This design comes from an exercise in tuning for small area and a short achievable clock period on the open sky130 flow, not from production work. Function was checked by simulation only, so behaviour that the tests miss may differ from the original. Power is estimated from default activity; no workload was simulated.

$ cat flow/standard.sh
#!/bin/bash
# synth_recipe.tcl (not shown) runs the flow's synth.tcl, then flattens the netlist and writes it again
# the make line also repeats each setting of config.mk as NAME=value (left out here)
make -C /OpenROAD-flow-scripts/flow DESIGN_CONFIG=/design/flow/config.mk WORK_HOME=/design/flow/orfs CLKGATE_MAP_FILE= SYNTH_SCRIPT=/design/flow/synth_recipe.tcl "${@:-finish}"
$ cat flow/constraint.sdc
create_clock -name core_clock -period 4.0 [get_ports {i_clock}]
set_input_delay 0.8000 -clock core_clock [delete_from_list [all_inputs] [get_ports {i_clock}]]
set_output_delay 0.8000 -clock core_clock [all_outputs]
set_load 0.01 [all_outputs]
$ cat flow/flow/run.sh
#!/bin/bash
# Standard layout, with plain buffers on the ports instead of the delay cell
# that buffer_ports picks by default.
export BUFFER_PORTS_ARGS="-buffer_cell sky130_fd_sc_hd__buf_1"
bash standard.sh > standard.log 2>&1
$ cat flow/config.mk
export PLATFORM = sky130hd
export DESIGN_NAME = ldpc_check_node
export DESIGN_NICKNAME = ldpc_check_node
export VERILOG_FILES = /design/flow/design.v
export SDC_FILE = /design/flow/constraint.sdc
export NUM_CORES = 4
export LEC_CHECK = 0
export CAP_MARGIN = 20
export CORE_MARGIN = 2
export CORE_UTILIZATION = 55
export CTS_BUF_LIST = sky130_fd_sc_hd__clkbuf_8
export CTS_CLUSTER_DIAMETER = 60
export CTS_CLUSTER_SIZE = 16
export SETUP_SLACK_MARGIN = 1.9
export SLEW_MARGIN = 20
$ cat flow/design.v
`default_nettype none
package ldpc_types_pkg;
    typedef logic signed [8-1:0] llr_t;
    typedef logic [8-1:0] mag_t;
    typedef logic [6-1:0] loc_t;
    typedef struct packed {
        llr_t a0;
        llr_t a1;
        llr_t a2;
        llr_t a3;
        llr_t a4;
        llr_t a5;
    } llr_row_t;
    typedef mag_t [7:0] mag_vec_t;
endpackage
`default_nettype wire
`default_nettype none
package ldpc_axil_pkg;
    typedef logic [31:0] axil_addr_t;
    typedef logic [31:0] axil_data_t;
    typedef logic [1:0]  axil_resp_t;
    localparam axil_resp_t AXIL_OKAY   = 2'd0;
    localparam axil_resp_t AXIL_SLVERR = 2'd2;
    typedef struct packed {
        axil_addr_t awaddr;
        logic       awvalid;
        axil_data_t wdata;
        logic [3:0] wstrb;
        logic       wvalid;
        logic       bready;
        axil_addr_t araddr;
        logic       arvalid;
        logic       rready;
    } axil_req_t;
    typedef struct packed {
        logic       awready;
        logic       wready;
        logic       bvalid;
        axil_resp_t bresp;
        logic       arready;
        logic       rvalid;
        axil_data_t rdata;
        axil_resp_t rresp;
    } axil_rsp_t;
endpackage
`default_nettype wire
`timescale 1ns/10ps
`default_nettype none
module ldpc_minsigner (
    input  wire logic        i_clock,
    input  wire logic        i_reset,
    input  wire logic [47:0] i_row,
    input  wire logic        i_valid,
    input  wire logic [8:0]  i_neg_offset,
    output      logic [47:0] o_row,
    output      logic        o_valid
);
function automatic less8(input [7:0] a, input [7:0] b);
    less8 = 1'b0;
    for (int i = 0; i < 8; i++) begin
        less8 = (~a[i] & b[i]) | ((~a[i] | b[i]) & less8);
    end
endfunction
logic [7:0]  key_in [6];
logic        lt_in  [6][6];    
always_comb begin
    for (int i = 0; i < 6; i++) begin
        key_in[i] = {i_row[(5-i)*8 +: 7] ^ {7{i_row[(5-i)*8+7]}}, i_row[(5-i)*8+7]};
    end
    for (int j = 0; j < 6; j++) begin
        for (int k = 0; k < 6; k++) begin
            lt_in[j][k] = (j > k) ? less8(key_in[j], key_in[k]) : 1'b0;
        end
    end
end
logic [7:0]  key_s1 [6];
logic        lt_s1  [6][6];
always_ff @(posedge i_clock) begin
    for (int i = 0; i < 6; i++) begin
        key_s1[i] <= key_in[i];
    end
    for (int j = 1; j < 6; j++) begin
        for (int k = 0; k < j; k++) begin
            lt_s1[j][k] <= lt_in[j][k];
        end
    end
end
logic [5:0]  beats  [6];
logic [5:0]  is_min;
logic [5:0]  is_sec;
logic [7:0]  min1_key;
logic [7:0]  min2_key;
logic        parity;
always_comb begin
    for (int j = 0; j < 6; j++) begin
        for (int k = 0; k < 6; k++) begin
            if (j == k)     beats[j][k] = 1'b1;
            else if (j > k) beats[j][k] = lt_s1[j][k];
            else            beats[j][k] = ~lt_s1[k][j];
        end
    end
    for (int j = 0; j < 6; j++) begin
        is_min[j] = &beats[j];
        is_sec[j] = 1'b0;
        for (int k = 0; k < 6; k++) begin
            if (k != j) begin
                is_sec[j] = is_sec[j] | (&(beats[j] | (6'b1 << k)) & ~beats[j][k]);
            end
        end
    end
    min1_key = '0;
    min2_key = '0;
    parity   = 1'b0;
    for (int j = 0; j < 6; j++) begin
        min1_key = min1_key | ({8{is_min[j]}} & key_s1[j]);
        min2_key = min2_key | ({8{is_sec[j]}} & key_s1[j]);
        parity   = parity ^ key_s1[j][0];
    end
end
logic [7:0]  key1_s2;
logic [7:0]  key2_s2;
logic [5:0]  loc_s2;
logic [5:0]  sign_s2;
always_ff @(posedge i_clock) begin
    key1_s2 <= min1_key;
    key2_s2 <= min2_key;
    loc_s2  <= is_min;
    for (int i = 0; i < 6; i++) begin
        sign_s2[i] <= parity ^ key_s1[i][0];
    end
end
logic [8:0]  dif1;
logic [8:0]  dif2;
logic [7:0]  cor1_s3;
logic [7:0]  cor2_s3;
logic [5:0]  loc_s3;
logic [5:0]  sign_s3;
always_comb begin
    dif1 = {2'b0, key1_s2[7:1]} + i_neg_offset + {8'b0, key1_s2[0]};
    dif2 = {2'b0, key2_s2[7:1]} + i_neg_offset + {8'b0, key2_s2[0]};
end
always_ff @(posedge i_clock) begin
    cor1_s3 <= dif1[8] ? 8'd0 : dif1[7:0];
    cor2_s3 <= dif2[8] ? 8'd0 : dif2[7:0];
    loc_s3  <= loc_s2;
    sign_s3 <= sign_s2;
end
logic [7:0]  neg1;
logic [7:0]  neg2;
logic [47:0] row_out;
always_comb begin
    neg1 = -cor1_s3;
    neg2 = -cor2_s3;
    for (int i = 0; i < 6; i++) begin
        row_out[(5-i)*8 +: 8] = loc_s3[i] ? (sign_s3[i] ? neg2 : cor2_s3)
                                          : (sign_s3[i] ? neg1 : cor1_s3);
    end
end
always_ff @(posedge i_clock) begin
    o_row <= row_out;
end
logic [2:0]  valid_sr;
always_ff @(posedge i_clock) begin
    if (i_reset) begin
        valid_sr <= '0;
        o_valid  <= 1'b0;
    end else begin
        valid_sr <= {valid_sr[1:0], i_valid};
        o_valid  <= valid_sr[2];
    end
end
endmodule
`default_nettype wire
`timescale 1ns/10ps
`default_nettype none
module ldpc_ctrl_regs (
    input  wire logic        i_clock,
    input  wire logic        i_reset,
    input  wire logic [31:0] i_awaddr,
    input  wire logic        i_awvalid,
    output      logic        o_awready,
    input  wire logic [31:0] i_wdata,
    input  wire logic [3:0]  i_wstrb,
    input  wire logic        i_wvalid,
    output      logic        o_wready,
    output      logic        o_bvalid,
    output      logic [1:0]  o_bresp,
    input  wire logic        i_bready,
    input  wire logic [31:0] i_araddr,
    input  wire logic        i_arvalid,
    output      logic        o_arready,
    output      logic        o_rvalid,
    output      logic [31:0] o_rdata,
    output      logic [1:0]  o_rresp,
    input  wire logic        i_rready,
    input  wire logic        i_row_done,
    output      logic [8:0]  o_neg_offset
);
logic        aw_ready;
logic        ar_ready;
logic        b_valid;
logic        r_valid;
logic        b_err;
logic        r_err;
logic [31:0] r_data;
logic [31:0] row_count;
logic [7:0]  neg_offset;     
logic [7:0]  wr_neg;
assign wr_neg = -i_wdata[7:0];
always_ff @(posedge i_clock) begin
    if (i_reset) begin
        aw_ready <= 1'b0;
        b_valid  <= 1'b0;
        neg_offset <= '0;
    end else begin
        aw_ready <= 1'b0;
        if (aw_ready) begin
            b_valid <= 1'b1;
            if (i_awaddr == 32'h0000_0000 && i_wstrb[0]) begin
                neg_offset <= wr_neg;
            end
        end else if (b_valid) begin
            if (i_bready) begin
                b_valid <= 1'b0;
            end
        end else if (i_awvalid && i_wvalid) begin
            aw_ready <= 1'b1;
        end
    end
end
always_ff @(posedge i_clock) begin
    if (aw_ready) begin
        b_err <= i_awaddr != 32'h0000_0000;
    end
end
always_ff @(posedge i_clock) begin
    if (i_reset) begin
        ar_ready <= 1'b0;
        r_valid  <= 1'b0;
    end else begin
        ar_ready <= 1'b0;
        if (ar_ready) begin
            r_valid <= 1'b1;
        end else if (r_valid) begin
            if (i_rready) begin
                r_valid <= 1'b0;
            end
        end else if (i_arvalid) begin
            ar_ready <= 1'b1;
        end
    end
end
always_ff @(posedge i_clock) begin
    if (ar_ready) begin
        r_err <= 1'b0;
        case (i_araddr)
            32'h0000_0000: r_data <= {24'b0, -neg_offset};
            32'h0000_0004:   r_data <= row_count;
            default: begin
                r_data <= '0;
                r_err  <= 1'b1;
            end
        endcase
    end
end
always_ff @(posedge i_clock) begin
    if (i_reset) begin
        row_count <= '0;
    end else if (i_row_done) begin
        row_count <= row_count + 1'b1;
    end
end
assign o_awready = aw_ready;
assign o_wready  = aw_ready;
assign o_bvalid  = b_valid;
assign o_bresp   = {b_err, 1'b0};
assign o_arready = ar_ready;
assign o_rvalid  = r_valid;
assign o_rdata   = r_data;
assign o_rresp   = {r_err, 1'b0};
assign o_neg_offset = {|neg_offset, neg_offset};
endmodule
`default_nettype wire
`timescale 1ns/10ps
`default_nettype none
module ldpc_check_node (
    input  wire logic        i_clock,
    input  wire logic        i_reset,
    input  wire logic [47:0] i_row,
    input  wire logic        i_valid,
    output      logic [47:0] o_row,
    output      logic        o_valid,
    input  wire logic [31:0] s_axil_awaddr,
    input  wire logic        s_axil_awvalid,
    output      logic        s_axil_awready,
    input  wire logic [31:0] s_axil_wdata,
    input  wire logic [3:0]  s_axil_wstrb,
    input  wire logic        s_axil_wvalid,
    output      logic        s_axil_wready,
    output      logic        s_axil_bvalid,
    output      logic [1:0]  s_axil_bresp,
    input  wire logic        s_axil_bready,
    input  wire logic [31:0] s_axil_araddr,
    input  wire logic        s_axil_arvalid,
    output      logic        s_axil_arready,
    output      logic        s_axil_rvalid,
    output      logic [31:0] s_axil_rdata,
    output      logic [1:0]  s_axil_rresp,
    input  wire logic        s_axil_rready
);
logic [8:0] neg_offset;
ldpc_ctrl_regs u_ctrl_regs (
    .i_clock    (i_clock),
    .i_reset    (i_reset),
    .i_awaddr   (s_axil_awaddr),
    .i_awvalid  (s_axil_awvalid),
    .o_awready  (s_axil_awready),
    .i_wdata    (s_axil_wdata),
    .i_wstrb    (s_axil_wstrb),
    .i_wvalid   (s_axil_wvalid),
    .o_wready   (s_axil_wready),
    .o_bvalid   (s_axil_bvalid),
    .o_bresp    (s_axil_bresp),
    .i_bready   (s_axil_bready),
    .i_araddr   (s_axil_araddr),
    .i_arvalid  (s_axil_arvalid),
    .o_arready  (s_axil_arready),
    .o_rvalid   (s_axil_rvalid),
    .o_rdata    (s_axil_rdata),
    .o_rresp    (s_axil_rresp),
    .i_rready   (s_axil_rready),
    .i_row_done (o_valid),
    .o_neg_offset (neg_offset)
);
ldpc_minsigner u_minsigner (
    .i_clock  (i_clock),
    .i_reset  (i_reset),
    .i_row    (i_row),
    .i_valid  (i_valid),
    .i_neg_offset (neg_offset),
    .o_row    (o_row),
    .o_valid  (o_valid)
);
endmodule
`default_nettype wire
==> results.py, run 1 <==
metrics = {
    "pwr": {
        "finalPower_mw": 7.10,
        "p_per_area_mw_per_mm2": 482,
        "ir_worst_vdd_v": 0.000224,
        "p_leak_nw": 5.57,
    },
    "worst_setup_path": {
        "path_class": "register to register",
        "end_kind": "register",
        "required_ps": 4420,
        "crit_fanout": 2,
        "worstPathArrival_ps": 2610,
        "critPathLaunchType": "register",
    },
    "floorplanning": {
        "die_w_um": 152,
        "num_rows": 54,
        "core_mm2": 0.0217,
        "die_area_mm2": 0.0231,
        "ios": 246,
        "fp.dieH_um": 152,
        "initial_core_util_pct": 55.6,
    },
    "global_routing": {
        "grt_pass1_vias": 9876,
        "grt_max_degree": 49,
        "grt.overflow.total": 0,
        "antenna_found_initial": 1,
        "grt_usage_pct": 25.3,
        "grt_pass1_wl_um": 49200,
    },
    "synthesis": {
        "yosys_warnings": 7,
        "synth_edf_count": 34,
        "synth_area_mm2": 0.0121,
        "synth_top_area_share_pct": 35.7,
        "seq_area_frac_synth_pct": 44.2,
        "synthTopCellsByArea": "dfxtp_1, edfxtp_1, mux4_2, xnor2_1, a22oi_1",
        "ys_ff_latch": 249,
        "ys.flop_type": "dfxtp_1",
        "ys_async_sr_fraction_pct": 0,
        "synthCells": 1250,
        "syn_area_per_cell_um2": 9.64,
        "yosys.area.top_type": "dfxtp_1",
        "synthDistinctLibCells": 72,
    },
    "detailed_routing": {
        "first_iter_violations": 573,
        "first_pass_iters": 6,
        "drc": 0,
        "dr_total_vias": 10100,
        "via_per_inst": 5.64,
        "postRouteWirelength_um": 30300,
        "ant_nets": 0,
        "avgRoutedWirePerCell_um": 16.9,
    },
    "clock_tree": {
        "tritoncts": "yes",
        "cts_buffers": 19,
        "cts_root_buffer": "clkbuf_8",
        "cts-htree-levels": 1,
        "cts_sinks": 249,
        "clock_path_buffers": 3,
        "hold_buffers": 0,
        "clk_latency_ps": 520,
        "cts.clk_slew.worst_paths_ps": 100,
    },
    "flow_run": {
        "drv_cap": 0,
    },
    "finish": {
        "final_cell_mix": "dfxtp_1, buf_1, nor2_1",
        "area_growth_syn_to_layout_pct": 22.1,
        "mostFrequentLayoutCell": "dfxtp_1",
        "finalInstanceArea_mm2": 0.0147,
        "drive_gt1_share_pct": 17.3,
        "nNetsFinal": 1676,
    },
    "sta": {
        "timing_hold_violations_final": 0,
        "layout_min_cycle_time_ps": 2190,
        "rsz0062_at_grt": "true",
        "period_share_pct": 54.7,
        "worst_pin_slew_ps": 1080,
        "skew_ps": 19.3,
        "slew_headroom_pct": 27.7,
        "timing.fmax_mhz": 457,
        "slew_violations": 0,
        "setup_viol": 0,
        "finalSetupTns_ps": 0,
    },
    "place": {
        "placed_area_mm2": 0.0134,
        "io_buffer_count": 216,
        "dp_hpwl_um": 22100,
        "place_congestion": 0.910,
    },
    "status": {
        "status": "no timing/DRC/antenna violations",
    },
    "min_path": {
        "worst_hold_path_type": "register to register",
    },
}
## metal layers
layer / track usage, % / vias up / share of wire (%)
met1: 32.2 / 4668 / 43
met4: 7.88 / 0 / 2.7
met2: 45.4 / 360 / 50
met3: 2.68 / 55 / 5.0
met5: 0 / - / 0
li1: - / 4992 / -
## worst max-delay path, stage by stage (launching register included)
cell and delay, ps:
dfxtp_2 330, inv_1 50, fa_2 400, inv_2 70
fa_2 200, a21o_1 130, a21oi_2 60, buf_4 120
buf_4 120, buf_4 120, buf_4 120, buf_4 130
xnor2_1 160, nor2_2 60
## Yosys cell counts, types with 5 or more instances
master / count
inv_2: 6
mux4_2: 30
nor3_1: 19
a211oi_1: 5
nand2_1: 82
nor4_1: 19
nand2b_1: 22
inv_1: 60
nor2b_1: 22
nand4_1: 13
dfxtp_1: 215
edfxtp_1: 34
or2_2: 6
a222oi_1: 15
o22ai_1: 27
and2_1: 23
nand3_1: 31
mux2i_1: 16
buf_2: 7
or3_1: 10
buf_4: 11
nor2_1: 104
ha_1: 17
buf_1: 7
and3_1: 11
maj3_1: 10
o221ai_1: 6
a21oi_1: 56
xor2_1: 54
xnor2_1: 71
a22oi_1: 67
clkbuf_1: 39
o21ai_0: 47
o21ai_1: 12
## timing repair
action | 4_1_cts | 5_1_grt
pin swaps | 44 | 48
cloned | 1 | 1
endpoints found under the setup margin | 54 | 75
buffers inserted | 44 | 13
gates resized for setup | 92 | 58
## worst paths after layout
| check | from | end | slack, ps | cells after the start |
|---|---|---|---|---|
| setup / recovery | u_minsigner.key1_s2[1] | u_minsigner.cor1_s3[4] | 1810 | 13 |
| hold / removal | u_minsigner.loc_s2[3] | u_minsigner.loc_s3[3] | 330 | 0 |
| setup reg to reg | u_minsigner.key1_s2[1] | u_minsigner.cor1_s3[4] | 1810 | 13 |
| hold reg to reg | u_minsigner.loc_s2[3] | u_minsigner.loc_s3[3] | 330 | 0 |
## kinds of logic after synthesis
| group | count (synthesis) | synth area share [%] |
|---|---|---|
| flip-flops | 249 | 44.2 |
| XOR/XNOR | 129 | 9.63 |
| multiplexers | 46 | 6.94 |
| adder cells (fa/ha/maj) | 35 | 3.63 |
| buffers and inverters | 131 | 4.50 |
| AND/OR/NAND/NOR | 380 | 15.7 |
| AO/OA/AOI/OAI | 279 | 15.4 |
| other | 1 | 0.0311 |
## per-stage QoR
stage / hold WS (ps) / std cells / utilization, % / setup WS (ps)
after floorplan: 310 / 1251 / - / 1520
after detailed placement: 312 / 1699 / 61.6 / 608
after global routing: 340 / 1786 / 67.8 / 1710
final: 330 / 1786 / 67.8 / 1810
after global placement: 313 / 1699 / 61.6 / 656
after CTS: 327 / 1771 / 66.3 / 1820
## flip-flops by register name (all words and copies together) (netlist names), 3 cells and up
name,cells
u_minsigner.loc_s2,6
u_minsigner.sign_s3,6
u_minsigner.key2_s2,8
u_minsigner.key1_s2,8
u_ctrl_regs.r_data,32
u_minsigner.valid_sr,3
u_ctrl_regs.neg_offset,8
u_minsigner.o_row,48
u_minsigner.sign_s2,6
u_minsigner.loc_s3,6
u_minsigner.key_s1,48
u_ctrl_regs.row_count,32
u_minsigner.cor1_s3,8
u_minsigner.lt_s1,15
u_minsigner.cor2_s3,8
## report_power, final
group          switching, mW  total [mW]  internal, mW  leakage, nW
Clock                  0.746        1.27         0.523        0.190
Combinational           1.24        2.42          1.18         3.27
Sequential             0.407        3.41          3.01         2.11
## final cells by class
cell class / count / area [um^2]
fillers: 1738 / 6970
multi-input cells: 872 / 6820
flip-flops and latches: 249 / 5330
repair buffers: 290 / 1620
well taps: 280 / 350
clock buffers: 20 / 275
inverters: 67 / 264
clock inverters: 7 / 52.6
diodes: 1 / 2.50
==> run 2, diff against run 1 <==
--- a/flow/config.mk
+++ b/flow/config.mk
@@ -6,4 +6,5 @@
 export NUM_CORES = 4
 export LEC_CHECK = 0
+export ABC_AREA = 1
 export CAP_MARGIN = 20
 export CORE_MARGIN = 2
@@ -12,4 +13,3 @@
 export CTS_CLUSTER_DIAMETER = 60
 export CTS_CLUSTER_SIZE = 16
-export SETUP_SLACK_MARGIN = 1.9
 export SLEW_MARGIN = 20
==> run 2 against run 1 <==
Total power is 1.0% lower. Clock skew fell by 3.7 ps. Setup slack got worse by 130 ps. Combinational power is 5% lower. Utilization down 5.3 points. Sequential cell count stayed put. Count of clock-buffer cells in the layout rose by 2.
==> results.py, run 2 <==
metrics = {
    "status": {
        "status": "no timing/DRC/antenna violations",
    },
    "floorplanning": {
        "num_rows": 55,
        "fp.dieH_um": 156,
        "core_mm2": 0.0227,
        "die_area_mm2": 0.0244,
        "ios": 246,
        "initial_core_util_pct": 56.2,
        "die_w_um": 156,
    },
    "clock_tree": {
        "clock_path_buffers": 3,
        "cts.clk_slew.worst_paths_ps": 90,
        "hold_buffers": 0,
        "cts_resized": 0,
        "clk_latency_ps": 530,
        "cts_sinks": 249,
        "cts_setup_buffers": 0,
        "cts_root_buffer": "clkbuf_8",
        "tritoncts": "yes",
        "cts_buffers": 21,
        "cts-htree-levels": 1,
    },
    "sta": {
        "finalSetupTns_ps": 0,
        "slew_headroom_pct": 26.6,
        "slew_violations": 0,
        "timing.fmax_mhz": 432,
        "period_share_pct": 57.9,
        "fin_ws_ps": 1680,
        "rsz0062_at_grt": "false",
        "skew_ps": 15.6,
        "worst_pin_slew_ps": 1100,
        "setup_viol": 0,
        "layout_min_cycle_time_ps": 2320,
        "timing_hold_violations_final": 0,
    },
    "worst_setup_path": {
        "crit_chain": "buf_1 -> buf_4 -> xor2_1 -> o22ai_1 -> o21bai_1 -> nand2_1 -> nand2_1 -> nand2_1 -> nand2_1",
        "path_delay_family": "buffers and inverters",
        "cpMostUsedCell": "nand2_1",
        "worst_path_max_delay_cell": "xor2_1",
        "path_buf_inv": 2,
        "reg2reg_depth": 12,
        "rr_endpoint": "u_minsigner.cor1_s3[6]",
        "required_ps": 4440,
        "critPathLaunchType": "input pin",
        "r2r-start": "u_ctrl_regs.neg_offset[0]",
        "max_stage_delay_ps": 540,
        "r2r_slack_ps": 1760,
        "crit_fanout": 9,
        "path_class": "input pin to register",
        "worstPathArrival_ps": 2750,
        "end_kind": "register",
    },
    "finish": {
        "antenna_cells": 0,
        "fin_util_pct": 62.5,
        "finalInstanceArea_mm2": 0.0142,
        "nNetsFinal": 2199,
        "mostFrequentLayoutCell": "nand2_1",
        "drive_gt1_share_pct": 3.35,
        "final_cell_mix": "nand2_1, inv_1, buf_1",
        "area_growth_syn_to_layout_pct": 11.3,
        "reg.largest.list": "u_minsigner.key_s1 x48, u_minsigner.o_row x48",
    },
    "synthesis": {
        "yosys_warnings": 7,
        "ys.flop_type": "dfxtp_1",
        "yosys.area.top_type": "dfxtp_1",
        "synth_top_area_share_pct": 33.7,
        "synthCells": 1813,
        "synth_area_mm2": 0.0128,
        "syn_area_per_cell_um2": 7.04,
        "ys_ff_latch": 249,
        "synth_edf_count": 34,
        "synthDistinctLibCells": 45,
        "ys_async_sr_fraction_pct": 0,
        "ys_top_cells_by_count": "nand2_1, inv_1, dfxtp_1",
        "synthTopCellsByArea": "dfxtp_1, nand2_1, inv_1, edfxtp_1, nor2_1",
        "synth.most_common_cell": "nand2_1",
        "seq_area_frac_synth_pct": 41.7,
    },
    "detailed_routing": {
        "via_per_inst": 5.17,
        "ant_nets": 0,
        "avgRoutedWirePerCell_um": 13.7,
        "postRouteWirelength_um": 31800,
        "dr_total_vias": 12000,
        "first_iter_violations": 764,
        "first_pass_iters": 7,
        "drc": 0,
    },
    "global_routing": {
        "grt_pass1_wl_um": 52500,
        "grt_pass1_vias": 11200,
        "grt.overflow.total": 0,
        "antenna_found_initial": 0,
        "grt_usage_pct": 26.0,
        "grt_max_degree": 37,
    },
    "min_path": {
        "min_path_cells": 0,
        "hp-start": "u_minsigner.sign_s2[3]",
        "worst_hold_path_type": "register to register",
        "hold_end": "u_minsigner.sign_s3[3]",
    },
    "place": {
        "dp_hpwl_um": 24800,
        "dpl_worst_slack_ps": 1130,
        "io_buffer_count": 216,
        "place_congestion": 0.919,
        "placed_area_mm2": 0.0138,
    },
    "pwr": {
        "p_leak_nw": 6.42,
        "p_per_area_mw_per_mm2": 495,
        "ir_worst_vdd_v": 0.000240,
    },
    "flow_run": {
        "drv_cap": 0,
    },
}
[run 2: cell count changes in the layout (fill, tap and decap cells not counted), sizes merged, moves of 61 or more]
cell / change
nand2: +376
inv: +213
nor2: +104
o21ai: +95
a22oi: -67
o22ai: +61
[run 2: worst max-delay path by stage]
stage | startpoint | cells past startpoint | end | slack (ps)
after floorplan | s_axil_araddr[10] | 7 | u_ctrl_regs.r_data[2] | 2010
after global placement | i_row[7] | 9 | u_minsigner.lt_s1[31] | 1130
after detailed placement | i_row[7] | 9 | u_minsigner.lt_s1[31] | 1130
after CTS | u_ctrl_regs.ar_ready | 2 | s_axil_arready | 1700
after global routing | i_row[7] | 12 | u_minsigner.lt_s1[30] | 1500
final | i_row[7] | 9 | u_minsigner.lt_s1[31] | 1680
[run 2: cell families (layout without fill, tap and decap cells)]
kind of cell | Yosys count | count (layout) | synth area share, %
other | 1 | 2 | 0.0294
XOR/XNOR | 68 | 68 | 5.55
adder cells (fa/ha/maj) | 21 | 21 | 2.29
AND/OR/NAND/NOR | 815 | 815 | 26.0
buffers and inverters | 327 | 545 | 10.0
flip-flops | 249 | 249 | 41.7
AO/OA/AOI/OAI | 332 | 332 | 14.4
[run 2: power breakdown]
group / switching [mW] / internal, mW
Sequential: 0.320 / 3.02
Combinational: 1.51 / 0.794
Clock: 0.790 / 0.590
Total: 2.62 / 4.40
[run 2: stage by stage]
step           instances  total power, mW  hold slack (ps)
2_1_floorplan       1814             4.93              310
3_3_place_gp        2284             5.64              311
3_5_place_dp        2284             5.69              312
4_1_cts             2317             7.06              332
5_1_grt             2317             7.55              338
6_report            2317             7.03              329
[run 2: metal layers]
metal,vias up,track usage (%),part of all wire (%)
met3,73,2.05,5.0
met2,372,46.9,49
li1,6219,-,-
met5,-,0,0
met4,0,10.1,3.2
met1,5310,32.4,43
[run 2: area by class of cell]
type | count | area [um^2]
clock buffer | 22 | 303
clock inverter | 11 | 95.1
fill | 2133 | 8510
inverter | 286 | 1070
multi-input combinational | 1238 | 6160
sequential | 249 | 5330
tap | 285 | 357
timing repair buffer | 226 | 886
==> run 3, diff against run 2 <==
--- a/flow/config.mk
+++ b/flow/config.mk
@@ -13,3 +13,4 @@
 export CTS_CLUSTER_DIAMETER = 60
 export CTS_CLUSTER_SIZE = 16
+export SETUP_SLACK_MARGIN = 1.8
 export SLEW_MARGIN = 20
==> run 3 against run 2 <==
Still clean. Count of clock-buffer cells in the layout is the same. Sequential share of layout area shrank 0.20 points. Non-clock buffer count grew 2. Area after synthesis is the same. Cell count is essentially flat. Combinational power is essentially flat. Worst hold slack gained 2.0 ps. Routed wire length shrank 0.10%. Largest power group unchanged.
==> results.py, run 3 <==
metrics = {
    "global_routing": {
        "grt.overflow.total": 0,
        "grt_usage_pct": 26.0,
        "grt_max_degree": 37,
        "grt_pass1_vias": 11200,
        "antenna_found_initial": 0,
        "grt_pass1_wl_um": 52500,
    },
    "pwr": {
        "p_per_area_mw_per_mm2": 492,
        "ir_worst_vdd_v": 0.000241,
        "p_leak_nw": 6.45,
    },
    "detailed_routing": {
        "via_per_inst": 5.16,
        "dr_total_vias": 12000,
        "postRouteWirelength_um": 31800,
        "ant_nets": 0,
        "drc": 0,
        "first_pass_iters": 6,
        "avgRoutedWirePerCell_um": 13.7,
        "first_iter_violations": 667,
    },
    "finish": {
        "nFillCells": 2122,
        "nNetsFinal": 2201,
        "area_growth_syn_to_layout_pct": 11.9,
        "drive_gt1_share_pct": 4.28,
        "fin_cells": 2319,
        "antenna_cells": 0,
        "final_cell_mix": "nand2_1, inv_1, dfxtp_1",
        "reg.largest.list": "u_minsigner.key_s1 x48, u_minsigner.o_row x48",
        "mostFrequentLayoutCell": "nand2_1",
    },
    "sta": {
        "slew_violations": 0,
        "timing_hold_violations_final": 0,
        "finalSetupTns_ps": 0,
        "timing.fmax_mhz": 486,
        "skew_ps": 14.8,
        "setup_viol": 0,
        "worst_pin_slew_ps": 1030,
        "slew_headroom_pct": 30.6,
        "rsz0062_at_grt": "true",
        "period_share_pct": 51.4,
        "layout_min_cycle_time_ps": 2060,
    },
    "clock_tree": {
        "hold_buffers": 0,
        "clock_path_buffers": 3,
        "clk_latency_ps": 530,
        "cts_sinks": 249,
        "cts.clk_slew.worst_paths_ps": 90,
        "tritoncts": "yes",
        "cts_root_buffer": "clkbuf_8",
        "cts_buffers": 21,
        "cts-htree-levels": 1,
    },
    "synthesis": {
        "ys_top_cells_by_count": "nand2_1, inv_1, dfxtp_1",
        "synthDistinctLibCells": 45,
        "ys_ff_latch": 249,
        "synth.most_common_cell": "nand2_1",
        "ys.flop_type": "dfxtp_1",
        "synth_edf_count": 34,
        "yosys.area.top_type": "dfxtp_1",
        "synth_top_area_share_pct": 33.7,
        "seq_area_frac_synth_pct": 41.7,
        "synth_area_mm2": 0.0128,
        "synthTopCellsByArea": "dfxtp_1, nand2_1, inv_1, edfxtp_1, nor2_1",
        "ys_async_sr_fraction_pct": 0,
        "syn_area_per_cell_um2": 7.04,
        "yosys_warnings": 7,
        "synthCells": 1813,
    },
    "floorplanning": {
        "die_w_um": 156,
        "fp.dieH_um": 156,
        "initial_core_util_pct": 56.2,
        "num_rows": 55,
        "ios": 246,
        "core_mm2": 0.0227,
        "die_area_mm2": 0.0244,
    },
    "place": {
        "dp_hpwl_um": 24800,
        "place_congestion": 0.919,
        "dp.cells": 2284,
        "io_buffer_count": 216,
    },
    "worst_setup_path": {
        "worstPathArrival_ps": 1260,
        "r2r_slack_ps": 1950,
        "required_ps": 3200,
        "crit_fanout": 18,
        "worst_path_max_delay_cell": "dfxtp_2",
        "end_kind": "output port",
        "crit_chain": "buf_12 -> buf_1",
        "max_stage_delay_ps": 390,
        "critPathLaunchType": "register",
        "path_class": "register to output port",
    },
    "status": {
        "status": "no timing/DRC/antenna violations",
    },
    "min_path": {
        "worst_hold_path_type": "register to register",
    },
    "flow_run": {
        "drv_cap": 0,
    },
}
## run 3: cell count changes in the layout (fill, tap and decap cells not counted), moves of 2 or more
cell	before	now
buf_1	216	211
clkbuf_2	0	4
inv_1	281	277
inv_2	3	7
dfxtp_1	215	213
dfxtp_2	0	2
fa_1	4	2
fa_2	0	2
## run 3: final timing paths
path                        startpoint                endpoint  depth (start not counted)
max               u_ctrl_regs.ar_ready          s_axil_arready                          2
max reg2reg  u_ctrl_regs.neg_offset[0]  u_minsigner.cor1_s3[0]                         11
min reg2reg     u_minsigner.sign_s2[3]  u_minsigner.sign_s3[3]                          0
min             u_minsigner.sign_s2[3]  u_minsigner.sign_s3[3]                          0
## run 3: area by class of cell
cell class / instances / area (um^2) / share of cell area [%]
Clock buffer: 22 / 303 / 2.12
Clock inverter: 11 / 95.1 / 0.666
Inverter: 286 / 1070 / 7.52
Multi-Input combinational cell: 1238 / 6190 / 43.3
Sequential cell: 249 / 5330 / 37.3
Tap cell: 285 / 357 / 2.50
Timing Repair Buffer: 228 / 943 / 6.60
## run 3: worst max-delay path, delay by kind of cell, from the launching register on
family	cells	cell delay [ps]
flip-flops	1	390
buffers and inverters	2	330
## run 3: kinds of logic after synthesis
logic type	Yosys count	share of synthesized area, %
AND/OR/NAND/NOR	815	26.0
AO/OA/AOI/OAI	332	14.4
buffers and inverters	327	10.0
flip-flops	249	41.7
XOR/XNOR	68	5.55
adder cells (fa/ha/maj)	21	2.29
other	1	0.0294
## run 3: timing repair
action                                  4_1_cts  5_1_grt
buffers inserted                              0        1
cloned                                        0        1
pin swaps                                     0        1
gates resized for setup                       6       16
endpoints found under the setup margin        9       20
## run 3: per-stage QoR
stage               area, um^2  utilization, %  worst slack [ps]  power (mW)  hold WS, ps
global route             14300            62.9              1780        7.56          338
CTS                      14200            62.6              1790        7.07          332
floorplan                12800               -              2010        4.93          310
finish                   14300            62.9              1940        7.03          331
global placement         13800            60.8              1130        5.64          311
detailed placement       13800            60.8              1130        5.69          312
## run 3: report_power, final
| group | leakage, nW | switching, mW | internal [mW] |
|---|---|---|---|
| combinational | 4.13 | 1.51 | 0.801 |
| clock | 0.224 | 0.788 | 0.590 |
| sequential | 2.10 | 0.321 | 3.02 |
| total | 6.45 | 2.62 | 4.41 |
## run 3: metal layers
metal	global-route usage (%)	routed length (um)	share of wire [%]
met1	32.3	13600	43
met2	46.9	15600	49
met3	2.05	1650	5.2
met4	10.1	992	3.1
met5	0	0	0
==> run 4, diff against run 3 <==
--- a/flow/config.mk
+++ b/flow/config.mk
@@ -13,4 +13,4 @@
 export CTS_CLUSTER_DIAMETER = 60
 export CTS_CLUSTER_SIZE = 16
-export SETUP_SLACK_MARGIN = 1.8
+export SETUP_SLACK_MARGIN = 2.3
 export SLEW_MARGIN = 20
==> run 4 against run 3 <==
Still clean on timing, DRC and antenna. Utilization increased by 6.5 points. Sequential cell count stayed put. Global-route usage increased by 1.0 points. Setup slack improved by 160 ps. Area after synthesis is the same. Fmax grew 8.7%. Total power up 8.5%. Worst hold slack worse by 3.3 ps. Count of clock-buffer cells in the layout stayed put. Critical path type is now register to register. Highest routed layer unchanged.
==> results.py, run 4 <==
metrics = {
    "synthesis": {
        "synth_area_mm2": 0.0128,
        "synthCells": 1813,
        "synth_top_area_share_pct": 33.7,
        "synth_edf_count": 34,
        "synth.most_common_cell": "nand2_1",
        "ys_async_sr_fraction_pct": 0,
        "yosys_warnings": 7,
        "yosys.area.top_type": "dfxtp_1",
        "ys_top_cells_by_count": "nand2_1, inv_1, dfxtp_1",
        "syn_area_per_cell_um2": 7.04,
        "ys.flop_type": "dfxtp_1",
        "synthDistinctLibCells": 45,
        "ys_ff_latch": 249,
        "seq_area_frac_synth_pct": 41.7,
        "synthTopCellsByArea": "dfxtp_1, nand2_1, inv_1, edfxtp_1, nor2_1",
    },
    "worst_setup_path": {
        "critPathLaunchType": "register",
        "crit_fanout": 4,
        "r2r_slack_ps": 2110,
        "worstPathArrival_ps": 2380,
        "path_class": "register to register",
        "end_kind": "register",
        "reg2reg_depth": 13,
        "required_ps": 4490,
    },
    "global_routing": {
        "grt_pass1_wl_um": 54100,
        "grt_max_degree": 33,
        "grt_pass1_vias": 11400,
        "grt_usage_pct": 27.0,
        "grt.overflow.total": 0,
        "antenna_found_initial": 0,
    },
    "detailed_routing": {
        "avgRoutedWirePerCell_um": 14.5,
        "first_iter_violations": 775,
        "postRouteWirelength_um": 34100,
        "ant_nets": 0,
        "first_pass_iters": 5,
        "dr_total_vias": 12400,
        "drc": 0,
        "via_per_inst": 5.27,
    },
    "finish": {
        "drive_gt1_share_pct": 18.2,
        "final_cell_mix": "nand2_1, inv_1, nor2_1",
        "area_growth_syn_to_layout_pct": 23.5,
        "reg.largest.list": "u_minsigner.key_s1 x48, u_minsigner.o_row x48",
        "finalInstanceArea_mm2": 0.0158,
        "nNetsFinal": 2235,
        "mostFrequentLayoutCell": "nand2_1",
        "antenna_cells": 0,
        "fin_cells": 2354,
        "nFillCells": 1991,
    },
    "sta": {
        "timing.fmax_mhz": 528,
        "slew_violations": 0,
        "skew_ps": 13.6,
        "worst_pin_slew_ps": 655,
        "layout_min_cycle_time_ps": 1890,
        "finalSetupTns_ps": 0,
        "timing_hold_violations_final": 0,
        "period_share_pct": 47.3,
        "setup_viol": 0,
        "rsz0062_at_grt": "true",
        "whs_ps": 328,
        "slew_headroom_pct": 56.0,
    },
    "flow_run": {
        "drv_cap": 0,
    },
    "place": {
        "io_buffer_count": 216,
        "dp.cells": 2282,
        "placed_area_mm2": 0.0141,
        "place_congestion": 0.952,
        "dp_hpwl_um": 25000,
    },
    "clock_tree": {
        "clk_latency_ps": 540,
        "cts_sinks": 249,
        "cts.clk_slew.worst_paths_ps": 100,
        "clock_path_buffers": 3,
        "tritoncts": "yes",
        "cts-htree-levels": 1,
        "cts_root_buffer": "clkbuf_8",
        "cts_buffers": 21,
        "hold_buffers": 0,
    },
    "floorplanning": {
        "num_rows": 55,
        "fp.dieH_um": 156,
        "core_mm2": 0.0227,
        "die_w_um": 156,
        "initial_core_util_pct": 56.2,
        "ios": 246,
        "die_area_mm2": 0.0244,
    },
    "pwr": {
        "seqPwrFrac_pct": 44.8,
        "p_leak_nw": 7.16,
        "p_comb_share_pct": 37.5,
        "p_per_area_mw_per_mm2": 484,
        "switching_share_pct": 37.7,
        "p_switching_mw": 2.88,
        "ir_worst_vdd_v": 0.000316,
        "clkPwrFrac_pct": 17.8,
        "p_int_mw": 4.75,
    },
    "min_path": {
        "min_path_cells": 0,
        "worst_hold_path_type": "register to register",
    },
    "status": {
        "status": "no timing/DRC/antenna violations",
    },
}
run 4: stage by stage:
stage | util, % | setup slack (ps) | total power, mW
final | 69.4 | 2110 | 7.63
after global routing | 69.4 | 2040 | 8.11
after CTS | 66.3 | 2100 | 7.35
after detailed placement | 62.1 | 1300 | 5.76
after global placement | 62.1 | 1320 | 5.71
after floorplan | - | 2140 | 4.98
run 4: final timing paths:
kind / startpoint / to
setup / recovery: u_ctrl_regs.neg_offset[0] / u_minsigner.cor2_s3[0]
hold / removal: u_minsigner.loc_s2[0] / u_minsigner.loc_s3[0]
setup reg to reg: u_ctrl_regs.neg_offset[0] / u_minsigner.cor2_s3[0]
hold reg to reg: u_minsigner.loc_s2[0] / u_minsigner.loc_s3[0]
run 4: repair_timing:
action	4_1_cts	5_1_grt
setup buffers	25	12
gates resized for setup	130	174
endpoints found under the setup margin	150	212
gates cloned	0	1
pin swaps	14	21
run 4: cell type report:
| class | count | area (um^2) | share of cell area (%) |
|---|---|---|---|
| multi-input combinational | 1238 | 7000 | 44.4 |
| sequential | 249 | 5370 | 34.1 |
| timing repair buffer | 262 | 1530 | 9.70 |
| inverter | 286 | 1110 | 7.07 |
| tap | 285 | 357 | 2.26 |
| clock buffer | 22 | 303 | 1.92 |
| clock inverter | 12 | 78.8 | 0.500 |
run 4: cell families after synthesis:
group	count (synthesis)	share of synthesized area, %
buffers and inverters	327	10.0
xor gates and xnor gates	68	5.55
other	1	0.0294
DFF	249	41.7
adders and majority gates	21	2.29
and+or+nand+nor	815	26.0
AOI/OAI and AO/OA	332	14.4
run 4: critical path, cell delays in order, from the launching register on:
cell     delay (ps)
dfxtp_2         350
inv_4            80
buf_4           100
buf_4           100
ha_4            130
nand2_4          60
nor2_4          100
nand4_1         210
nor2_2          230
inv_2            80
nand2_4          90
inv_2            50
or2_4           220
inv_2            40
run 4: per-layer routing:
metal	wire length, um	global-route usage (%)
met1	13900	33.2
met2	17200	49.2
met3	1870	2.69
met4	1150	9.65
met5	0	0
run 4: power groups by stage:
stage / Clock (mW) / Sequential, mW / Combinational [mW]
5_1_grt: 1.48 / 3.47 / 3.16
2_1_floorplan: 0 / 3.40 / 1.58
4_1_cts: 1.39 / 3.35 / 2.61
3_3_place_gp: 0 / 3.39 / 2.31
6_report: 1.35 / 3.41 / 2.86
3_5_place_dp: 0 / 3.41 / 2.35
==> run 5, diff against run 4 <==
--- a/flow/config.mk
+++ b/flow/config.mk
@@ -13,4 +13,4 @@
 export CTS_CLUSTER_DIAMETER = 60
 export CTS_CLUSTER_SIZE = 16
-export SETUP_SLACK_MARGIN = 2.3
+export SETUP_SLACK_MARGIN = 2.1
 export SLEW_MARGIN = 20
==> run 5 against run 4 <==
Still clean. Clock power rose by 14%. Highest routed layer unchanged. Largest power group unchanged. Critical path type is now register to output port. Count of clock-buffer cells in the layout increased by 2. Synthesized cell count is the same. Sequential cell count is the same. Sequential power shrank 1%.
==> results.py, run 5 <==
metrics = {
    "synthesis": {
        "ys_ff_latch": 249,
        "seq_area_frac_synth_pct": 41.7,
        "synth_area_mm2": 0.0128,
        "ys.flop_type": "dfxtp_1",
        "synthDistinctLibCells": 45,
        "ys_top_cells_by_count": "nand2_1, inv_1, dfxtp_1",
        "syn_area_per_cell_um2": 7.04,
        "synth_edf_count": 34,
        "yosys_warnings": 7,
        "synth.most_common_cell": "nand2_1",
        "synthCells": 1813,
        "yosys.area.top_type": "dfxtp_1",
        "synth_top_area_share_pct": 33.7,
        "synthTopCellsByArea": "dfxtp_1, nand2_1, inv_1, edfxtp_1, nor2_1",
        "ys_async_sr_fraction_pct": 0,
    },
    "floorplanning": {
        "ios": 246,
        "core_mm2": 0.0227,
        "die_area_mm2": 0.0244,
        "initial_core_util_pct": 56.2,
        "die_w_um": 156,
        "num_rows": 55,
        "fp.dieH_um": 156,
    },
    "place": {
        "place_congestion": 0.909,
        "io_buffer_count": 216,
        "dp.cells": 2284,
        "dpl_worst_slack_ps": 1200,
        "placed_area_mm2": 0.0138,
        "dp_hpwl_um": 25000,
    },
    "finish": {
        "fin_cells": 2337,
        "reg.largest.list": "u_minsigner.key_s1 x48, u_minsigner.o_row x48",
        "finalInstanceArea_mm2": 0.0147,
        "antenna_cells": 0,
        "drive_gt1_share_pct": 8.43,
        "area_growth_syn_to_layout_pct": 15.5,
        "mostFrequentLayoutCell": "nand2_1",
        "nFillCells": 2118,
        "nNetsFinal": 2216,
        "final_cell_mix": "nand2_1, inv_1, dfxtp_1",
    },
    "worst_setup_path": {
        "required_ps": 3200,
        "end_kind": "output port",
        "rr_endpoint": "u_minsigner.cor1_s3[0]",
        "r2r_slack_ps": 2130,
        "critPathLaunchType": "register",
        "reg2reg_depth": 11,
        "worst_path_max_delay_cell": "dfxtp_2",
        "path_delay_family": "flip-flops",
        "path_class": "register to output port",
        "r2r-start": "u_ctrl_regs.neg_offset[0]",
        "worstPathArrival_ps": 1120,
        "crit_chain": "buf_12 -> buf_6",
        "path_buf_inv": 2,
        "max_stage_delay_ps": 350,
        "crit_fanout": 2,
    },
    "sta": {
        "skew_ps": 16.8,
        "rsz0062_at_grt": "true",
        "timing_hold_violations_final": 0,
        "slew_headroom_pct": 33.0,
        "period_share_pct": 48.1,
        "layout_min_cycle_time_ps": 1920,
        "timing.fmax_mhz": 520,
        "whs_ps": 334,
        "finalSetupTns_ps": 0,
        "worst_pin_slew_ps": 997,
        "setup_viol": 0,
        "fin_ws_ps": 2080,
        "slew_violations": 0,
    },
    "global_routing": {
        "grt.overflow.total": 0,
        "grt_use_met3_pct": 2.27,
        "grt_most_used_layer": "met2",
        "grt_use_met2_pct": 46.7,
        "grt_pass1_wl_um": 52700,
        "antenna_found_initial": 0,
        "grt_usage_pct": 26.3,
        "grtUsageMet1_pct": 33.7,
        "grt_max_degree": 33,
        "grt_pass1_vias": 11000,
    },
    "pwr": {
        "p_int_mw": 4.58,
        "ir_worst_vdd_v": 0.000339,
        "p_leak_nw": 6.67,
        "seqPwrFrac_pct": 46.0,
        "p_per_area_mw_per_mm2": 496,
        "switching_share_pct": 37.3,
        "clkPwrFrac_pct": 21.1,
        "p_switching_mw": 2.73,
        "p_comb_share_pct": 33.0,
    },
    "min_path": {
        "worst_hold_path_type": "register to register",
        "min_path_cells": 0,
        "hp-start": "u_minsigner.loc_s2[2]",
        "hold_end": "u_minsigner.loc_s3[2]",
    },
    "detailed_routing": {
        "ant_nets": 0,
        "dr_total_vias": 12200,
        "drc": 0,
        "postRouteWirelength_um": 32800,
        "first_pass_iters": 6,
        "first_iter_violations": 829,
        "via_per_inst": 5.21,
        "avgRoutedWirePerCell_um": 14.0,
    },
    "clock_tree": {
        "cts.clk_slew.worst_paths_ps": 100,
        "cts-htree-levels": 1,
        "cts_buffers": 22,
        "hold_buffers": 0,
        "clock_path_buffers": 3,
        "cts_sinks": 249,
        "cts_root_buffer": "clkbuf_8",
        "tritoncts": "yes",
        "clk_latency_ps": 540,
    },
    "flow_run": {
        "drv_cap": 0,
    },
    "status": {
        "status": "no timing/DRC/antenna violations",
    },
}
run 5: cell counts after synthesis:
No cell type changed its count.
run 5: final cells by class:
type                       count  area, um^2  area share, %
clock buffer                  24         330           2.24
multi-input combinational   1238        6400           43.4
inverter                     286        1080           7.35
tap                          285         357           2.42
timing repair buffer         242        1100           7.44
clock inverter                13         135          0.917
sequential                   249        5340           36.2
run 5: power by group through the flow:
| stage | Combinational, mW | Sequential [mW] | Clock (mW) |
|---|---|---|---|
| 2_1_floorplan | 1.53 | 3.40 | 0 |
| 3_3_place_gp | 2.26 | 3.38 | 0 |
| 3_5_place_dp | 2.30 | 3.40 | 0 |
| 4_1_cts | 2.34 | 3.34 | 1.58 |
| 5_1_grt | 2.71 | 3.41 | 1.68 |
| 6_report | 2.41 | 3.36 | 1.54 |
run 5: through the flow:
stage                     util, %  power (mW)
final                        64.9        7.31
after global routing         64.9        7.79
after CTS                    63.8        7.26
after detailed placement     60.8        5.70
after global placement       60.8        5.65
after floorplan                 -        4.93
run 5: worst max path at each step:
stage | from | end | slack [ps] | depth (start not counted)
2_1_floorplan | i_row[15] | u_minsigner.lt_s1[34] | 2110 | 9
3_3_place_gp | i_row[7] | u_minsigner.lt_s1[30] | 1240 | 12
3_5_place_dp | i_row[7] | u_minsigner.lt_s1[30] | 1200 | 12
4_1_cts | u_ctrl_regs.ar_ready | s_axil_arready | 2020 | 2
5_1_grt | u_minsigner.key1_s2[1] | u_minsigner.cor1_s3[0] | 2010 | 11
6_report | u_ctrl_regs.ar_ready | s_axil_arready | 2080 | 2
run 5: cells by family (layout without fill, tap and decap cells):
family                   count (synthesis)  in the layout  synth area share (%)
AND/OR/NAND/NOR                        815            815                  26.0
adder cells (fa/ha/maj)                 21             21                  2.29
flip-flops                             249            249                  41.7
buffers and inverters                  327            565                  10.0
other                                    1              2                0.0294
XOR/XNOR                                68             68                  5.55
AO/OA/AOI/OAI                          332            332                  14.4
run 5: timing repair:
| item | in CTS | in global routing |
|---|---|---|
| gates resized for setup | 37 | 61 |
| pin swaps | 10 | 13 |
| gates cloned | 1 | 0 |
| setup endpoints to repair | 43 | 73 |
| setup buffers | 10 | 5 |
run 5: layer usage:
metal | up-vias | part of all wire [%] | wire [um]
met1 | 5447 | 43 | 14000
met2 | 418 | 49 | 16100
met5 | - | 0 | 0
met4 | 0 | 2.4 | 796
li1 | 6254 | - | -
met3 | 68 | 5.8 | 1900
==> run 6, diff against run 5 <==
==> flow/config.mk (replaced) <==
export PLATFORM = sky130hd
export DESIGN_NAME = ldpc_check_node
export DESIGN_NICKNAME = ldpc_check_node
export VERILOG_FILES = /design/flow/design.v
export SDC_FILE = /design/flow/constraint.sdc
export NUM_CORES = 4
export LEC_CHECK = 0
export CAP_MARGIN = 20
export CORE_MARGIN = 2
export CORE_UTILIZATION = 40
export CTS_CLUSTER_DIAMETER = 80
export CTS_CLUSTER_SIZE = 24
export SETUP_SLACK_MARGIN = 2.1
export SLEW_MARGIN = 20
==> run 6 against run 5 <==
Cell count is 17% lower. Largest cell class unchanged. Sequential cell count stayed put. Non-clock buffer count is 96 higher. Still clean on timing, DRC and antenna. Setup slack worse by 340 ps. Routed wire length is 2.5% lower. Global-route usage is 7.1 points lower.
==> results.py, run 6 <==
metrics = {
    "detailed_routing": {
        "postRouteWirelength_um": 32000,
        "via_per_inst": 5.39,
        "drc": 0,
        "first_pass_iters": 7,
        "avgRoutedWirePerCell_um": 16.5,
        "first_iter_violations": 996,
        "dr_total_vias": 10400,
        "ant_nets": 0,
    },
    "clock_tree": {
        "cts_buffers": 14,
        "cts_root_buffer": "clkbuf_16",
        "cts.clk_slew.worst_paths_ps": 80,
        "cts-htree-levels": 1,
        "clock_path_buffers": 3,
        "clk_latency_ps": 480,
        "cts_sinks": 249,
        "tritoncts": "yes",
    },
    "worst_setup_path": {
        "worst_path_max_delay_cell": "a222oi_1",
        "path_delay_family": "compound AO/OA/AOI/OAI gates",
        "critPathLaunchType": "input pin",
        "worstPathArrival_ps": 2630,
        "path_buf_inv": 1,
        "crit_chain": "buf_12 -> nor2b_4 -> nor2b_1 -> a221o_1 -> a222oi_1 -> o22ai_1 -> maj3_2 -> maj3_2",
        "reg2reg_depth": 11,
        "required_ps": 4360,
        "cpMostUsedCell": "maj3_2",
        "r2r-start": "u_ctrl_regs.neg_offset[0]",
        "end_kind": "register",
        "rr_endpoint": "u_minsigner.cor1_s3[3]",
        "r2r_slack_ps": 1810,
        "crit_fanout": 14,
        "max_stage_delay_ps": 360,
        "path_class": "input pin to register",
    },
    "flow_run": {
        "drv_cap": 0,
    },
    "sta": {
        "layout_min_cycle_time_ps": 2260,
        "period_share_pct": 56.6,
        "timing.fmax_mhz": 442,
        "worst_pin_slew_ps": 983,
        "slew_headroom_pct": 34.5,
        "rsz0062_at_grt": "true",
        "finalSetupTns_ps": 0,
        "timing_hold_violations_final": 0,
        "setup_viol": 0,
        "whs_ps": 331,
        "skew_ps": 11.1,
        "slew_violations": 0,
    },
    "pwr": {
        "clkPwrFrac_pct": 19.5,
        "seqPwrFrac_pct": 45.4,
        "switching_share_pct": 33.7,
        "p_leak_nw": 6.01,
        "p_comb_share_pct": 35.1,
        "p_switching_mw": 2.56,
        "p_int_mw": 5.04,
        "ir_worst_vdd_v": 0.000229,
        "p_per_area_mw_per_mm2": 475,
    },
    "place": {
        "io_buffer_count": 216,
        "dp.cells": 1806,
        "dp_hpwl_um": 22400,
        "place_congestion": 0.849,
    },
    "global_routing": {
        "grt_pass1_vias": 9773,
        "antenna_found_initial": 0,
        "grt_max_degree": 49,
        "grt.overflow.total": 0,
        "grtUsageMet1_pct": 25.2,
        "grt_pass1_wl_um": 49500,
        "grt_use_met3_pct": 1.91,
        "grt_most_used_layer": "met2",
        "grt_usage_pct": 19.2,
        "grt_use_met2_pct": 33.0,
    },
    "synthesis": {
        "synthDistinctLibCells": 72,
        "ys_async_sr_fraction_pct": 0,
        "synth.most_common_cell": "dfxtp_1",
        "syn_area_per_cell_um2": 9.64,
        "ys_ff_latch": 249,
        "seq_area_frac_synth_pct": 44.2,
        "ys_top_cells_by_count": "dfxtp_1, nor2_1, nand2_1",
        "synth_edf_count": 34,
        "synthTopCellsByArea": "dfxtp_1, edfxtp_1, mux4_2, xnor2_1, a22oi_1",
        "yosys.area.top_type": "dfxtp_1",
        "synth_area_mm2": 0.0121,
        "synthCells": 1250,
        "ys.flop_type": "dfxtp_1",
        "synth_top_area_share_pct": 35.7,
        "yosys_warnings": 7,
    },
    "finish": {
        "drive_gt1_share_pct": 25.5,
        "mostFrequentLayoutCell": "dfxtp_1",
        "antenna_cells": 0,
        "final_cell_mix": "dfxtp_1, buf_1, nor2_1, buf_4, nand2_1",
        "nNetsFinal": 1721,
        "nFillCells": 2663,
        "area_growth_syn_to_layout_pct": 32.6,
        "reg.largest.list": "u_minsigner.key_s1 x48, u_minsigner.o_row x48",
        "fin_cells": 1938,
        "seqCellArea_mm2": 0.00535,
        "multiInputGateArea_mm2": 0.00730,
    },
    "floorplanning": {
        "ios": 246,
        "initial_core_util_pct": 40.7,
        "die_area_mm2": 0.0315,
        "fp.dieH_um": 178,
        "die_w_um": 178,
        "core_mm2": 0.0296,
        "num_rows": 63,
    },
    "min_path": {
        "hp-start": "u_minsigner.sign_s2[2]",
        "hold_end": "u_minsigner.sign_s3[2]",
        "min_path_cells": 0,
        "worst_hold_path_type": "register to register",
    },
    "status": {
        "status": "no timing/DRC/antenna violations",
    },
}
==> run 6: changes by cell type after synthesis, moves of 61 or more <==
cell	change
nor2_1	-104
a22oi_1	+67
inv_1	-215
o22ai_1	-61
o21ai_0	-107
nand2_1	-376
==> run 6: per-stage QoR <==
stage / area [um^2] / total power [mW] / setup slack [ps] / util (%)
after floorplan: 12600 / 5.09 / 1520 / -
after CTS: 15200 / 7.46 / 1800 / 51.4
final: 16000 / 7.59 / 1740 / 53.9
after detailed placement: 13500 / 5.77 / 689 / 45.7
after global placement: 13500 / 5.71 / 700 / 45.7
after global routing: 16000 / 8.04 / 1720 / 53.9
==> run 6: repair_timing <==
action / in CTS / in global routing
setup endpoints to repair: 93 / 98
gates cloned: 4 / 3
hold buffers: 0 / 0
resized for setup: 172 / 108
setup buffers: 65 / 40
pin swaps: 65 / 66
==> run 6: routing by layer <==
layer / share of wire, % / vias to the layer above / wire, um
met2: 49 / 370 / 15700
met4: 2.5 / 0 / 806
met1: 43 / 4933 / 13800
met3: 5.2 / 57 / 1660
met5: 0 / - / 0
li1: - / 5088 / -
==> run 6: layout make-up <==
| cell class | instances | share of cell area (%) |
|---|---|---|
| tap | 390 | 3.05 |
| sequential | 249 | 33.5 |
| timing repair buffer | 338 | 13.5 |
| inverter | 67 | 1.72 |
| clock buffer | 19 | 2.51 |
| multi-input combinational | 874 | 45.7 |
| clock inverter | 1 | 0.102 |
==> run 6: power groups by stage <==
stage                     sequential, mW  clock [mW]  combinational (mW)
after floorplan                     3.35           0                1.74
after global placement              3.47           0                2.24
after detailed placement            3.49           0                2.28
after CTS                           3.43        1.53                2.50
after global routing                3.51        1.62                2.91
final                               3.45        1.48                2.67
==> run 6: how the worst max path moves through the flow <==
stage | startpoint | endpoint | cells after the start
floorplan | i_row[47] | u_minsigner.lt_s1[6] | 8
global placement | i_row[23] | u_minsigner.lt_s1[18] | 9
detailed placement | i_row[23] | u_minsigner.lt_s1[18] | 9
CTS | i_row[32] | u_minsigner.lt_s1[6] | 8
global route | u_ctrl_regs.neg_offset[0] | u_minsigner.cor1_s3[3] | 11
finish | i_row[39] | u_minsigner.lt_s1[6] | 8
==> run 6: cells by family after synthesis <==
group	synth area share, %
XOR/XNOR	9.63
adder cells (fa/ha/maj)	3.63
multiplexers	6.94
other	0.0311
buffers and inverters	4.50
flip-flops	44.2
AND/OR/NAND/NOR	15.7
AO/OA/AOI/OAI	15.4
==> run 7, diff against run 6 <==
--- a/flow/config.mk
+++ b/flow/config.mk
@@ -6,9 +6,11 @@
 export NUM_CORES = 4
 export LEC_CHECK = 0
+export ABC_AREA = 1
 export CAP_MARGIN = 20
 export CORE_MARGIN = 2
-export CORE_UTILIZATION = 40
-export CTS_CLUSTER_DIAMETER = 80
-export CTS_CLUSTER_SIZE = 24
+export CORE_UTILIZATION = 45
+export CTS_BUF_LIST = sky130_fd_sc_hd__clkbuf_16
+export CTS_CLUSTER_DIAMETER = 60
+export CTS_CLUSTER_SIZE = 20
 export SETUP_SLACK_MARGIN = 2.1
 export SLEW_MARGIN = 20
==> run 7 against run 6 <==
Clock power increased by 41%. Critical path depth decreased by 6. Synthesized cell count increased by 45%. Sequential power decreased by 3%. Utilization increased by 0.36 points. Worst hold slack got worse by 12 ps. Largest power group unchanged. Highest routed layer unchanged. Non-clock buffer count decreased by 95. Die area decreased by 5.7%.
==> results.py, run 7 <==
metrics = {
    "synthesis": {
        "synth_top_family_by_area": "simple AND/OR/NAND/NOR gates",
        "synth_xor_area_share_pct": 5.55,
        "synthTopCellsByArea": "dfxtp_1, nand2_1, inv_1, edfxtp_1, nor2_1",
        "synth_fa_ha_area_share_pct": 2.29,
        "yosys.area.top_type": "dfxtp_1",
        "synth_edf_count": 34,
        "synthMuxAreaShare_pct": 0,
        "ys_async_sr_fraction_pct": 0,
        "yosys_warnings": 7,
        "syn_area_per_cell_um2": 7.04,
        "ys_ff_latch": 249,
        "synth.most_common_cell": "nand2_1",
        "synth_area_mm2": 0.0128,
        "synth_top_area_share_pct": 33.7,
        "ys.flop_type": "dfxtp_1",
        "yosys.area_share.simple_pct": 26.0,
        "ys_top_cells_by_count": "nand2_1, inv_1, dfxtp_1",
        "seq_area_frac_synth_pct": 41.7,
        "synthDistinctLibCells": 45,
        "synth-compound-area-share_pct": 14.4,
        "synthCells": 1813,
    },
    "clock_tree": {
        "cts.clk_slew.worst_paths_ps": 70,
        "clock_path_buffers": 3,
        "cts-htree-levels": 1,
        "cts_root_buffer": "clkbuf_16",
        "clk_latency_ps": 520,
        "tritoncts": "yes",
        "cts_buffers": 22,
        "hold_buffers": 0,
        "cts_sinks": 249,
    },
    "worst_setup_path": {
        "path_class": "register to output port",
        "critPathLaunchType": "register",
        "crit_chain": "buf_12 -> buf_6",
        "worst_path_max_delay_cell": "dfxtp_4",
        "reg2reg_depth": 12,
        "worstPathArrival_ps": 1100,
        "required_ps": 3200,
        "end_kind": "output port",
        "max_stage_delay_ps": 350,
        "crit_fanout": 2,
    },
    "floorplanning": {
        "die_w_um": 172,
        "fp.dieH_um": 172,
        "initial_core_util_pct": 45.8,
        "die_area_mm2": 0.0297,
        "core_mm2": 0.0279,
        "ios": 246,
        "num_rows": 61,
    },
    "pwr": {
        "ir_worst_vdd_v": 0.000292,
        "p_int_mw": 4.99,
        "p_comb_share_pct": 30.7,
        "p_per_area_mw_per_mm2": 519,
        "p_leak_nw": 6.74,
        "p_switching_mw": 2.86,
        "clkPwrFrac_pct": 26.5,
        "seqPwrFrac_pct": 42.7,
        "switching_share_pct": 36.5,
    },
    "min_path": {
        "min_path_cells": 0,
        "worst_hold_path_type": "register to register",
    },
    "global_routing": {
        "grt.overflow.total": 0,
        "grt_max_degree": 31,
        "grt_pass1_vias": 11100,
        "grt_usage_pct": 22.8,
        "antenna_found_initial": 0,
        "grt_pass1_wl_um": 54800,
    },
    "detailed_routing": {
        "first_iter_violations": 840,
        "dr_total_vias": 12200,
        "postRouteWirelength_um": 34300,
        "avgRoutedWirePerCell_um": 14.1,
        "first_pass_iters": 5,
        "drc": 0,
        "ant_nets": 0,
        "via_per_inst": 5.01,
    },
    "sta": {
        "whs_ps": 319,
        "period_share_pct": 47.5,
        "setup_viol": 0,
        "timing.fmax_mhz": 526,
        "worst_pin_slew_ps": 877,
        "skew_ps": 25.2,
        "rsz0062_at_grt": "true",
        "slew_headroom_pct": 41.1,
        "timing_hold_violations_final": 0,
        "layout_min_cycle_time_ps": 1900,
        "slew_violations": 0,
        "finalSetupTns_ps": 0,
    },
    "place": {
        "place_congestion": 0.931,
        "dp_hpwl_um": 26400,
        "io_buffer_count": 216,
    },
    "finish": {
        "antenna_cells": 0,
        "reg.largest.list": "u_minsigner.key_s1 x48, u_minsigner.o_row x48",
        "nFillCells": 2780,
        "mostFrequentLayoutCell": "nand2_1",
        "final_cell_mix": "nand2_1, inv_1, buf_1",
        "drive_gt1_share_pct": 7.78,
        "area_growth_syn_to_layout_pct": 18.5,
        "nNetsFinal": 2217,
    },
    "status": {
        "status": "no timing/DRC/antenna violations",
    },
    "flow_run": {
        "drv_cap": 0,
    },
}
==> run 7: cell count changes after synthesis, moves of 27 or more <==
cell	delta
nand2_1	+376
inv_1	+215
o21ai_0	+107
nor2_1	+104
a22oi_1	-67
o22ai_1	+61
nand3_1	+55
xnor2_1	-42
mux4_2	-30
xor2_1	-27
==> run 7: power groups by stage <==
stage | combinational [mW] | sequential [mW] | clock (mW)
floorplan | 1.53 | 3.40 | 0
global placement | 2.29 | 3.39 | 0
detailed placement | 2.32 | 3.41 | 0
CTS | 2.37 | 3.35 | 2.14
global route | 2.73 | 3.41 | 2.25
finish | 2.41 | 3.36 | 2.08
==> run 7: routing by layer <==
layer / global-route usage [%] / share of wire, %
met2: 40.8 / 49
met3: 2.29 / 5.0
met4: 6.91 / 2.5
met5: 0 / 0
met1: 29.0 / 44
==> run 7: final cells by class <==
class,count,area [um^2],share of cell area (%)
Inverter,286,1080,7.17
Clock buffer,24,601,3.97
Tap cell,378,473,3.13
Clock inverter,16,119,0.786
Timing Repair Buffer,243,1100,7.27
Multi-Input combinational cell,1238,6410,42.4
Sequential cell,249,5340,35.3
==> run 7: kinds of logic (layout without fill, tap and decap cells) <==
logic type / Yosys count / count (layout)
and+or+nand+nor: 815 / 815
AOI/OAI and AO/OA: 332 / 332
buffers and inverters: 327 / 569
DFF: 249 / 249
xor gates and xnor gates: 68 / 68
adders and majority gates: 21 / 21
other: 1 / 2
==> run 7: final timing paths <==
path,from,slack [ps],to
min reg2reg,u_minsigner.loc_s2[0],320,u_minsigner.loc_s3[0]
max,u_ctrl_regs.ar_ready,2100,s_axil_arready
max reg2reg,u_ctrl_regs.neg_offset[0],2120,u_minsigner.cor2_s3[0]
min,u_minsigner.loc_s2[0],320,u_minsigner.loc_s3[0]
==> run 7: what timing repair did <==
item / in CTS / in global routing
pin swaps: 9 / 11
setup endpoints to repair: 71 / 79
buffers inserted: 12 / 3
gates cloned: 1 / 0
resized for setup: 32 / 57
==> run 7: per-stage QoR <==
| step | area, um^2 | util [%] | power (mW) | worst slack [ps] | std cells |
|---|---|---|---|---|---|
| 3_3_place_gp | 13900 | 50.0 | 5.68 | 1170 | 2378 |
| 2_1_floorplan | 12800 | - | 4.93 | 2110 | 1814 |
| 3_5_place_dp | 13900 | 50.0 | 5.73 | 1100 | 2378 |
| 5_1_grt | 15100 | 54.3 | 8.39 | 2050 | 2434 |
| 6_report | 15100 | 54.3 | 7.85 | 2100 | 2434 |
| 4_1_cts | 14900 | 53.4 | 7.86 | 2070 | 2431 |
==> run 7: worst max-delay path, delay by kind of cell, from the launching register on <==
family	cells	cell delay (ps)
buffers and inverters	2	230
DFF	1	350

-- port drivers added, routing unchanged --
In the flow no input, the clock included, has a driving cell. The finished layouts below were timed again as built, in two steps. Step 1 (the two cells are an assumption about what drives the block):
set clk [get_ports {i_clock}]
set_driving_cell -lib_cell sky130_fd_sc_hd__clkbuf_16 $clk
set_driving_cell -lib_cell sky130_fd_sc_hd__buf_2 [delete_from_list [all_inputs] $clk]
Step 2 also shifts input and output timing later by t, the mid clock arrival at the registers, as if the neighbouring blocks saw the same clock. a / b / c = ideal ports / drivers / drivers and shift; a / b = the first two.
run	t, ns	setup WS [ns]	clock arrival spread, ns	worst register clock-pin slew, ns	pins driven straight from the clock port
run 1	0.552	1.813 / 1.800 / 1.248	0.019 / 0.019	0.10 / 0.10	1
run 2	0.550	1.684 / 1.692 / 1.141	0.025 / 0.025	0.10 / 0.10	1
run 3	0.552	1.942 / 1.911 / 1.406	0.024 / 0.024	0.10 / 0.10	1
run 4	0.578	2.106 / 2.084 / 1.784	0.017 / 0.016	0.10 / 0.10	1
run 5	0.567	2.077 / 2.044 / 1.637	0.020 / 0.020	0.10 / 0.10	1
run 6	0.523	1.737 / 1.716 / 1.193	0.019 / 0.018	0.10 / 0.10	1
run 7	0.555	2.099 / 2.051 / 1.698	0.025 / 0.026	0.08 / 0.08	1
After both steps every run listed still meets setup and hold. The setup slack of run 1, which loses most, moves by -0.013 ns with the drivers and by -0.565 ns with both steps.
